This is an optimization exercise on Yosys and OpenROAD, whose aim is small area, a short achievable clock period and few clock cycles per item, not a production implementation. Function was checked by simulation only, so behaviour that the tests miss may differ from the original.

## flow/design.v (module list and top-level ports; edited modules follow where they fit)
// module mant_fa: 11 lines
// module mant_ha: 10 lines
// module mant_xnor: 8 lines
// module mant_or: 8 lines
// module mant_hai: 10 lines
// module mant_mul: 909 lines
// module mant_mul_cs: 528 lines
// module mant_sqr: 631 lines
// module div3_step: 16 lines
// module div3_add: 13 lines
// module div3_res: 12 lines
// module div3_24: 65 lines
// module div5_step: 17 lines
// module div5_add: 14 lines
// module div5_res: 13 lines
// module div5_24: 51 lines
// module asin_top: 310 lines
module asin_top
(
    input  logic        clock,
    input  logic        i_rst,
    input  logic        i_valid,
    output logic        o_ready,
    input  logic [31:0] i_x,
    output logic        o_valid,
    input  logic        i_ready,
    output logic [31:0] o_asin
);
  // ...
==> flow/flow/run.sh <==
#!/bin/bash
# The standard layout (the standard.sh, which also runs the standard
# synthesis), with two changes to how it is made:
#  - the timing repair after floorplan, CTS and global routing is asked to
#    leave setup slack well beyond what the clock needs (flow/margin.txt, ns),
#    so the layout runs faster than the constraint requires;
#  - the port buffers are sky130_fd_sc_hd__buf_2 rather than the delay
#    buffer buffer_ports picks on its own.
# The clock period and every constraint stay the design's own.
# The full make output goes to standard_flow.log here; ORFS keeps each
# tool's log under orfs/logs.
set -euo pipefail
MARGIN=$(cat flow/margin.txt)
bash standard.sh SETUP_SLACK_MARGIN="$MARGIN" \
    BUFFER_PORTS_ARGS="-buffer_cell sky130_fd_sc_hd__buf_2" finish > standard_flow.log 2>&1
==> flow/flow/margin.txt <==
20.2
==> flow/standard.sh <==
#!/bin/bash
# synth_recipe.tcl (not shown) runs the flow's synth.tcl, then flattens the netlist and writes it again
# the make line also repeats each setting of config.mk as NAME=value (left out here)
make -C /OpenROAD-flow-scripts/flow DESIGN_CONFIG=/design/flow/config.mk WORK_HOME=/design/flow/orfs CLKGATE_MAP_FILE= SYNTH_SCRIPT=/design/flow/synth_recipe.tcl "${@:-finish}"
==> flow/config.mk <==
export PLATFORM = sky130hd
export DESIGN_NAME = asin_top
export DESIGN_NICKNAME = asin_top
export VERILOG_FILES = /design/flow/design.v
export SDC_FILE = /design/flow/constraint.sdc
export NUM_CORES = 4
export LEC_CHECK = 0
export ABC_AREA = 1
export CAP_MARGIN = 20
export CORE_MARGIN = 2
export CORE_UTILIZATION = 55
export PLACE_DENSITY = 0.65
export SLEW_MARGIN = 20
export SYNTH_HIERARCHICAL = 1
export SYNTH_MINIMUM_KEEP_SIZE = 0
==> flow/constraint.sdc <==
create_clock -name core_clock -period 27.0 [get_ports {clock}]
set_input_delay 5.4000 -clock core_clock [delete_from_list [all_inputs] [get_ports {clock}]]
set_output_delay 5.4000 -clock core_clock [all_outputs]
set_load 0.01 [all_outputs]
==> impl_metrics.yaml, run 1 <==
global_route:
  met3_usage: 0.0524
  met1_usage: 0.390
timing:
  fin_ws_ns: 20.27
  min_period_ns: 6.73
  timing.hold.ws_ns: 0.279
  fin_setup_tns_ns: 0
critical_path:
  crit_type: "flop to output port"
  reg2regPathDepth: 26
  slowest_delay_ns: 0.43
clocking:
  htree_levels: 3
  cts_tree: "built"
  insertion_delay_ns: 0.73
  clock-root-buffer: "clkbuf_16"
  hold_buffers: 0
  clk_pin_slew_ns: 0.06
  cts_inserted_buffers: 88
  clockBufferDepth: 3
cells_and_area:
  fin_cells: 11000
  clkbuf_count: 115
  dominant_cells: "multi-input gates"
place:
  dp_slack_ns: 20.29
  place_congestion: 0.962
status:
  status: "timing/DRC/antenna clean"
routing:
  highest_layer: "met5"
  vias: 60900
  initialDrtViolationCount: 4796
  antenna_left: 0
floorplanning:
  die_h_um: 373
  die-area_um2: 139000
hold_path:
  hold_path.class: "flop to flop"
Testbench counts, summed over its fixed seeds: cycles 4,872, items 4,800.
==> module asin_top, before the edit <==
module asin_top
(
    input  logic        clock,
    input  logic        i_rst,
    input  logic        i_valid,
    output logic        o_ready,
    input  logic [31:0] i_x,
    output logic        o_valid,
    input  logic        i_ready,
    output logic [31:0] o_asin
);
    function automatic logic [31:0] fnorm(input logic sign, input logic [7:0] e0,
                                          input logic [23:0] ph, input logic zero);
        logic [7:0]  e1;
        e1 = e0 - 8'd1;
        if (zero)
            fnorm = '0;
        else
            fnorm = {sign, ph[23] ? e0 : e1, ph[23] ? ph[22:0] : {ph[21:0], 1'b0}};
    endfunction
    function automatic logic [24:0] add24(input logic [23:0] a, input logic [23:0] b,
                                          input logic ci);
        logic [23:0] g;
        logic [23:0] p;
        logic [23:0] gn;
        logic [23:0] pn;
        logic [24:0] c;
        g = a & b;
        p = a ^ b;
        g[0] = g[0] | (p[0] & ci);
        for (int span = 1; span < 24; span = span * 2)
        begin
            gn = g;
            pn = p;
            for (int i = 0; i < 24; i++)
                if ((i / span) % 2 == 1)
                begin
                    gn[i] = g[i] | (p[i] & g[(i / span) * span - 1]);
                    pn[i] = p[i] & p[(i / span) * span - 1];
                end
            g = gn;
            p = pn;
        end
        c = {g, ci};
        add24 = {c[24], (a ^ b) ^ c[23:0]};
    endfunction
    function automatic logic [31:0] fmul3(input logic [31:0] a);
        logic [25:0] t;
        logic [7:0]  e1;
        logic [7:0]  e2;
        t  = {2'b01, a[22:0]} + {1'b1, a[22:0], 1'b0};
        e2 = a[30:23] + 8'd2;
        e1 = a[30:23] + 8'd1;
        if (a[30:0] == '0)
            fmul3 = '0;
        else
            fmul3 = {a[31], t[25] ? e2 : e1, t[25] ? t[24:2] : {t[23:2], 1'b0}};
    endfunction
    function automatic logic [31:0] fdiv6(input logic [31:0] a, input logic [25:0] d);
        logic [22:0] a3;
        logic [2:0]  lo;
        logic [8:0]  e;
        logic [7:0]  eo;
        logic [22:0] m;
        a3 = d[22:0];
        case (d[25:24])
            2'd0:    lo = 3'd1;
            2'd1:    lo = 3'd3;
            default: lo = 3'd6;
        endcase
        m  = a3[22] ? {a3[21:0], lo[2]} : {a3[20:0], lo[2:1]};
        e  = {1'b0, a[30:23]} - 9'd2 - {8'd0, !a3[22]};
        eo = e[7:0];
        if (e[8])
        begin
            eo = '0;
            m  = '0;
        end
        if (a[30:23] == 8'hff)
        begin
            eo = 8'hff;
            m  = '0;
        end
        fdiv6 = {a[31], eo, m};
    endfunction
    function automatic logic [31:0] fdiv40(input logic [31:0] a, input logic [26:0] d);
        logic [21:0] a5;
        logic [3:0]  lo;
        logic [8:0]  e;
        logic [7:0]  eo;
        logic [22:0] m;
        a5 = d[21:0];
        case (d[26:24])
            3'd0:    lo = 4'd1;
            3'd1:    lo = 4'd4;
            3'd2:    lo = 4'd7;
            3'd3:    lo = 4'd10;
            default: lo = 4'd13;
        endcase
        m  = a5[21] ? {a5[20:0], lo[3:2]} : {a5[19:0], lo[3:1]};
        e  = {1'b0, a[30:23]} - 9'd5 - {8'd0, !a5[21]};
        eo = e[7:0];
        if (e[8])
        begin
            eo = '0;
            m  = '0;
        end
        if (a[30:23] == 8'hff)
        begin
            eo = 8'hff;
            m  = '0;
        end
        fdiv40 = {a[31], eo, m};
    endfunction
    function automatic logic [17:0] falign(input logic [7:0] ea, input logic [7:0] eb);
        logic       a_big;
        logic [7:0] d;
        a_big  = ea >= eb;
        d      = a_big ? ea - eb : eb - ea;
        falign = {a_big, d > 8'd23, d, a_big ? ea : eb};
    endfunction
    function automatic logic [31:0] fadd_al(input logic [31:0] a, input logic [31:0] b,
                                            input logic [17:0] al);
        logic        a_big;
        logic        far;
        logic [4:0]  d;
        logic [7:0]  emax;
        logic [23:0] big;
        logic [23:0] sml;
        logic [24:0] s;
        logic [7:0]  e;
        logic [22:0] m;
        a_big = al[17];
        far   = al[16];
        d     = al[12:8];
        emax  = al[7:0];
        big   = a_big ? {1'b1, a[22:0]} : {1'b1, b[22:0]};
        sml   = a_big ? {1'b1, b[22:0]} : {1'b1, a[22:0]};
        sml   = far ? 24'd0 : sml >> d;
        s     = add24(big, sml, 1'b0);
        e     = s[24] ? emax + 8'd1 : emax;
        m     = s[24] ? s[23:1] : s[22:0];
        if (a[30:0] == '0)
            fadd_al = b;
        else if (b[30:0] == '0)
            fadd_al = a;
        else
            fadd_al = {a[31], e, m};
    endfunction
    function automatic logic [7:0] fdiv40_exp(input logic [31:0] a);
        logic [8:0] e;
        e = {1'b0, a[30:23]} - 9'd5 - {8'd0, !(a[22] | a[21])};
        if (a[30:23] == 8'hff)
            fdiv40_exp = 8'hff;
        else if (e[8])
            fdiv40_exp = 8'd0;
        else
            fdiv40_exp = e[7:0];
    endfunction
    localparam int L = 8;
    logic [L-1:0] v;
    logic [L-1:0] h;
    logic [31:0] x0, x1, x2, x3, x4, x5, x6, x7;
    logic [31:0] sq1;
    logic        sq_top;
    logic [31:0] sq2, sq3;
    logic [23:0] m3x, m3y;
    logic        m3c;
    logic [7:0]  m3e;
    logic        m3s;
    logic        m3z;
    logic [31:0] cu3;
    logic [23:0] m5x, m5y;
    logic        m5c;
    logic [7:0]  m5e;
    logic        m5s;
    logic        m5z;
    logic [31:0] c4, c5, c6;
    logic [31:0] t5;
    logic [31:0] q6;
    logic [31:0] s7;
    logic [17:0] al6;
    logic [17:0] al7;
    logic [31:0] res;
    logic [47:0] sq_p;
    logic [23:0] m3_x, m3_y;
    logic        m3_c;
    logic [23:0] m5_x, m5_y;
    logic        m5_c;
    mant_sqr    u_sq (.i_a(x0[22:0]), .o_p(sq_p));
    mant_mul_cs u_m3 (.i_a(sq1[22:0]), .i_b(x1[22:0]), .o_x(m3_x), .o_y(m3_y), .o_c(m3_c));
    mant_mul_cs u_m5 (.i_a(sq3[22:0]), .i_b(cu3[22:0]), .o_x(m5_x), .o_y(m5_y), .o_c(m5_c));
    logic        skid_v;
    logic        skid_h;
    logic [31:0] skid_x;
    logic        head_mode;
    logic        accept;
    logic        r_free;
    logic        deliver;
    logic        recirc;
    logic        head_mode_d;
    logic [7:0]  es0;
    logic [7:0]  es1;
    logic [23:0] s_sml;
    logic        s_top;
    always_comb
    begin
        if (c6[30:0] == '0)
        begin
            es0 = q6[30:23];
            es1 = q6[30:23];
        end
        else if (q6[30:0] == '0)
        begin
            es0 = c6[30:23];
            es1 = c6[30:23];
        end
        else
        begin
            es0 = al6[7:0];
            es1 = al6[7:0] + 8'd1;
        end
        s_sml = al6[17] ? {1'b1, q6[22:0]} : {1'b1, c6[22:0]};
        s_sml = al6[16] ? 24'd0 : s_sml >> al6[12:8];
        s_top = add24(al6[17] ? {1'b1, c6[22:0]} : {1'b1, q6[22:0]}, s_sml, 1'b0) >> 24;
    end
    logic [24:0] m3sum;
    logic [24:0] m5sum;
    assign m3sum   = add24(m3x, m3y, m3c);
    assign m5sum   = add24(m5x, m5y, m5c);
    logic [23:0] d3_q;
    logic [1:0]  d3_r;
    logic [23:0] d5_q;
    logic [2:0]  d5_r;
    div3_24 u_d3 (.i_n({1'b1, cu3[22:0]}), .o_q(d3_q), .o_r(d3_r));
    div5_24 u_d5 (.i_n({1'b1, t5[22:0]}), .o_q(d5_q), .o_r(d5_r));
    assign accept  = i_valid && o_ready;
    assign sq_top  = {1'b1, x0[22:0]} >= 24'd11863284;
    assign res     = fadd_al(x7, s7, al7);
    assign r_free  = !o_valid || i_ready;
    assign deliver = v[L-1] && r_free && (!head_mode || h[L-1]);
    assign recirc  = v[L-1] && !deliver;
    always_comb
    begin
        head_mode_d = head_mode;
        if (recirc && !head_mode)
            head_mode_d = 1'b1;
        else if (deliver && h[L-1])
            head_mode_d = 1'b0;
    end
    always_ff @(posedge clock)
    begin
        if (i_rst)
        begin
            v         <= '0;
            skid_v    <= 1'b0;
            head_mode <= 1'b0;
            o_valid   <= 1'b0;
            o_ready   <= 1'b1;
        end
        else
        begin
            v         <= {v[L-2:0], accept || skid_v};
            skid_v    <= recirc;
            head_mode <= head_mode_d;
            o_ready   <= !recirc && !head_mode_d;
            if (deliver)
                o_valid <= 1'b1;
            else if (i_ready)
                o_valid <= 1'b0;
        end
        h      <= {h[L-2:0], skid_v && skid_h};
        skid_h <= head_mode ? h[L-1] : 1'b1;
        skid_x <= x7;
        x0  <= skid_v ? skid_x : i_x;
        x1  <= x0;
        sq1 <= fnorm(1'b0, {x0[29:23], 1'b0} - 8'd126, {sq_top, sq_p[46:24]}, x0[30:0] == '0);
        x2  <= x1;
        sq2 <= sq1;
        m3x <= m3_x;
        m3y <= m3_y;
        m3c <= m3_c;
        m3e <= sq1[30:23] + x1[30:23] - 8'd126;
        m3s <= sq1[31] ^ x1[31];
        m3z <= sq1[30:0] == '0 || x1[30:0] == '0;
        x3  <= x2;
        sq3 <= sq2;
        cu3 <= fnorm(m3s, m3e, ~m3sum[23:0], m3z);
        x4  <= x3;
        c4  <= fdiv6(cu3, {d3_r, d3_q});
        m5x <= m5_x;
        m5y <= m5_y;
        m5c <= m5_c;
        m5e <= sq3[30:23] + cu3[30:23] - 8'd126;
        m5s <= sq3[31] ^ cu3[31];
        m5z <= sq3[30:0] == '0 || cu3[30:0] == '0;
        x5  <= x4;
        c5  <= c4;
        t5  <= fmul3(fnorm(m5s, m5e, ~m5sum[23:0], m5z));
        x6  <= x5;
        c6  <= c5;
        q6  <= fdiv40(t5, {d5_r, d5_q});
        al6 <= falign(c5[30:23], fdiv40_exp(t5));
        x7  <= x6;
        s7  <= fadd_al(c6, q6, al6);
        al7 <= s_top ? falign(x6[30:23], es1) : falign(x6[30:23], es0);
        if (deliver)
            o_asin <= res;
    end
endmodule
==> run 2, diff against run 1 <==
--- a/flow/design.v
+++ b/flow/design.v
@@ -2337,4 +2337,14 @@
 endmodule
 `timescale 1ns/1ps
+module hold_mux32
+(
+    input  logic        i_sel,
+    input  logic [31:0] i_a,
+    input  logic [31:0] i_b,
+    output logic [31:0] o_y
+);
+    assign o_y = i_sel ? i_a : i_b;
+endmodule
+`timescale 1ns/1ps
 module asin_top
 (
@@ -2573,4 +2583,6 @@
     div3_24 u_d3 (.i_n({1'b1, cu3[22:0]}), .o_q(d3_q), .o_r(d3_r));
     div5_24 u_d5 (.i_n({1'b1, t5[22:0]}), .o_q(d5_q), .o_r(d5_r));
+    logic [31:0] o_asin_d;
+    hold_mux32 u_hold (.i_sel(deliver), .i_a(res), .i_b(o_asin), .o_y(o_asin_d));
     assign accept  = i_valid && o_ready;
     assign sq_top  = {1'b1, x0[22:0]} >= 24'd11863284;
@@ -2643,6 +2655,5 @@
         s7  <= fadd_al(c6, q6, al6);
         al7 <= s_top ? falign(x6[30:23], es1) : falign(x6[30:23], es0);
-        if (deliver)
-            o_asin <= res;
+        o_asin <= o_asin_d;
     end
 endmodule
==> run 2 against run 1 <==
Compared with the run above:
- synthesized cell count grew 1.2%
- clock skew is essentially flat
- flip-flop and latch count is the same
==> impl_metrics.yaml, run 2 <==
critical_path:
  regToRegStartpoint: "t5[19]$_SDFF_PP0_"
  crit_type: "flop to output port"
  critPathMaxFanout: 2
  reg2regPathDepth: 49
  rrSetupSlack_ns: 20.92
  critPathTopFamily: "flip-flops"
  critPathArrivalTime_ns: 1.24
  required_ns: 21.60
  slowest_stage: "dfxtp_1"
  critical_path_depth: 1
  critical_path.cell_chain: "buf_2"
  reg2reg_to: "q6[1]$_SDFF_PP0_"
  crit_buf_inv: 1
  slowest_delay_ns: 0.36
  cp-end-kind: "output port"
  start_kind: "flop"
clocking:
  cts_tree: "built"
  cts.sinks: 804
  htree_levels: 3
  clock-root-buffer: "clkbuf_16"
  insertion_delay_ns: 0.71
  clk_pin_slew_ns: 0.06
  hold_buffers: 0
  cts_inserted_buffers: 88
  clockBufferDepth: 3
cells_and_area:
  fill_cells: 12100
  final_cell_mix: "nand2_1 (3072), fa_1 (1207), inv_1 (1028)"
  layout_commonest_cell: "nand2_1"
  final_util: 0.589
  area_growth_syn_to_layout_pct: 6.16
  fin_cells: 11100
  final_layout_size_suffix_gt1_frac: 0.0724
  layout.nets: 10700
place:
  dpl.cell_count: 10900
  io_buffers: 69
  dp_slack_ns: 20.42
  dpl.hpwl_um: 151000
  place_congestion: 0.957
floorplanning:
  die-area_um2: 140000
  io_pins: 70
  rows: 135
  die_h_um: 374
  core-area_um2: 136000
  start_util: 0.555
  die_w_um: 374
timing:
  worstMarginPinSlew_ns: 1.14
  rsz0062_at_grt: "true"
  timing.hold.ws_ns: 0.299
  min_period_ns: 6.64
  clock-skew-final_ns: 0.0735
  max_freq_mhz: 151
  finalSetupViolations: 0
  fin_ws_ns: 20.36
  fin_setup_tns_ns: 0
  finalHoldViolCount: 0
  min_period_over_period: 0.246
  drv_slew: 0
  max-slew-margin-rel: 0.239
routing:
  vias: 61600
  antenna_left: 0
  viasPerCell: 5.56
  drt-wirelength-per-cell_um: 19.4
  drt-total-wl_um: 215000
  post-route-drc-count: 0
  initialDrtViolationCount: 4815
  first_pass_iters: 8
synth:
  syn_area_um2: 75200
  ys_warn_count: 7
  syn_area_per_cell_um2: 8.01
  synth_cells: 9388
global_route:
  grt_pass1_wl_um: 341000
  gr-total-overflow: 0
  grt_use_total: 0.309
  antenna_found_initial: 1
  grt_pass1_vias: 62600
  grt_start_max_net_pins: 93
hold_path:
  hold_path.class: "flop to flop"
  hp-start: "c4[27]$_SDFF_PN1_"
  holdPathStages: 0
  hold_path_end: "c5[27]$_DFF_P_"
status:
  status: "timing/DRC/antenna clean"
job:
  max_cap_viol_count: 0
run 2: repair_timing:
action,4_1_cts,5_1_grt
gates resized for setup,0,38
buffers inserted,0,5
hold endpoints to repair,0,0
setup endpoints to repair,0,34
run 2: area by class of cell:
cell class                      count  area [µm²]  area share
Timing Repair inverter              1        5.00   0.0000627
Multi-Input combinational cell   7002       52800       0.661
Timing Repair Buffer              188        1250      0.0156
Clock inverter                     56         831      0.0104
Sequential cell                   804       16200       0.202
Inverter                         1127        4240      0.0531
Antenna cell                        1        2.50   0.0000313
Tap cell                         1781        2230      0.0279
Clock buffer                      108        2380      0.0298
run 2: worst max path at each step:
stage,endpoint,from,slack [ns]
CTS,o_asin[1],o_asin[1]$_DFF_P_,20.31
global route,q6[1]$_SDFF_PP0_,t5[11]$_SDFF_PP0_,20.19
global placement,o_asin[10]$_DFF_P_,i_ready,20.43
detailed placement,o_asin[19]$_DFF_P_,i_ready,20.42
floorplan,o_asin[23]$_DFF_P_,i_ready,20.82
finish,o_asin[5],o_asin[5]$_DFF_P_,20.36
run 2: per-layer routing:
metal | GRT usage | vias up | share of wire
met5 | 0 | - | 0.000061
met4 | 0.121 | 2 | 0.040
met2 | 0.501 | 2536 | 0.46
met1 | 0.410 | 30000 | 0.42
li1 | - | 28500 | -
met3 | 0.0573 | 549 | 0.080
run 2: per-stage QoR:
step	cell area, µm²
final	79800
after global routing	79800
after CTS	79700
after detailed placement	76500
after global placement	76500
after floorplan	75300
Testbench counts of run 2, summed over its fixed seeds: cycles 4,872, items 4,800.

==> afterwards: timing with drivers on the ports <==
In the flow no input, the clock included, has a driving cell. The finished layouts below were timed again as built, in two steps.
Step 1 assumes that a clkbuf_16 drives the clock port and a buf_2 every other input.
Step 2 adds t to the input delays and takes it off the output delays; t is the mean of the earliest and latest rising clock arrival at the registers after step 1. Input paths then give back, and output paths get back, about the clock's delay inside the block.
Three values: ideal ports, drivers, drivers and shift; two values: the first two.
run | shift t [ns] | setup WS [ns] | worst setup path after step 2
run 1 | 0.766 | 20.269 / 20.198 / 20.338 | input to register
run 2 | 0.755 | 20.356 / 20.283 / 20.424 | input to register
After both steps every run listed still meets setup and hold.
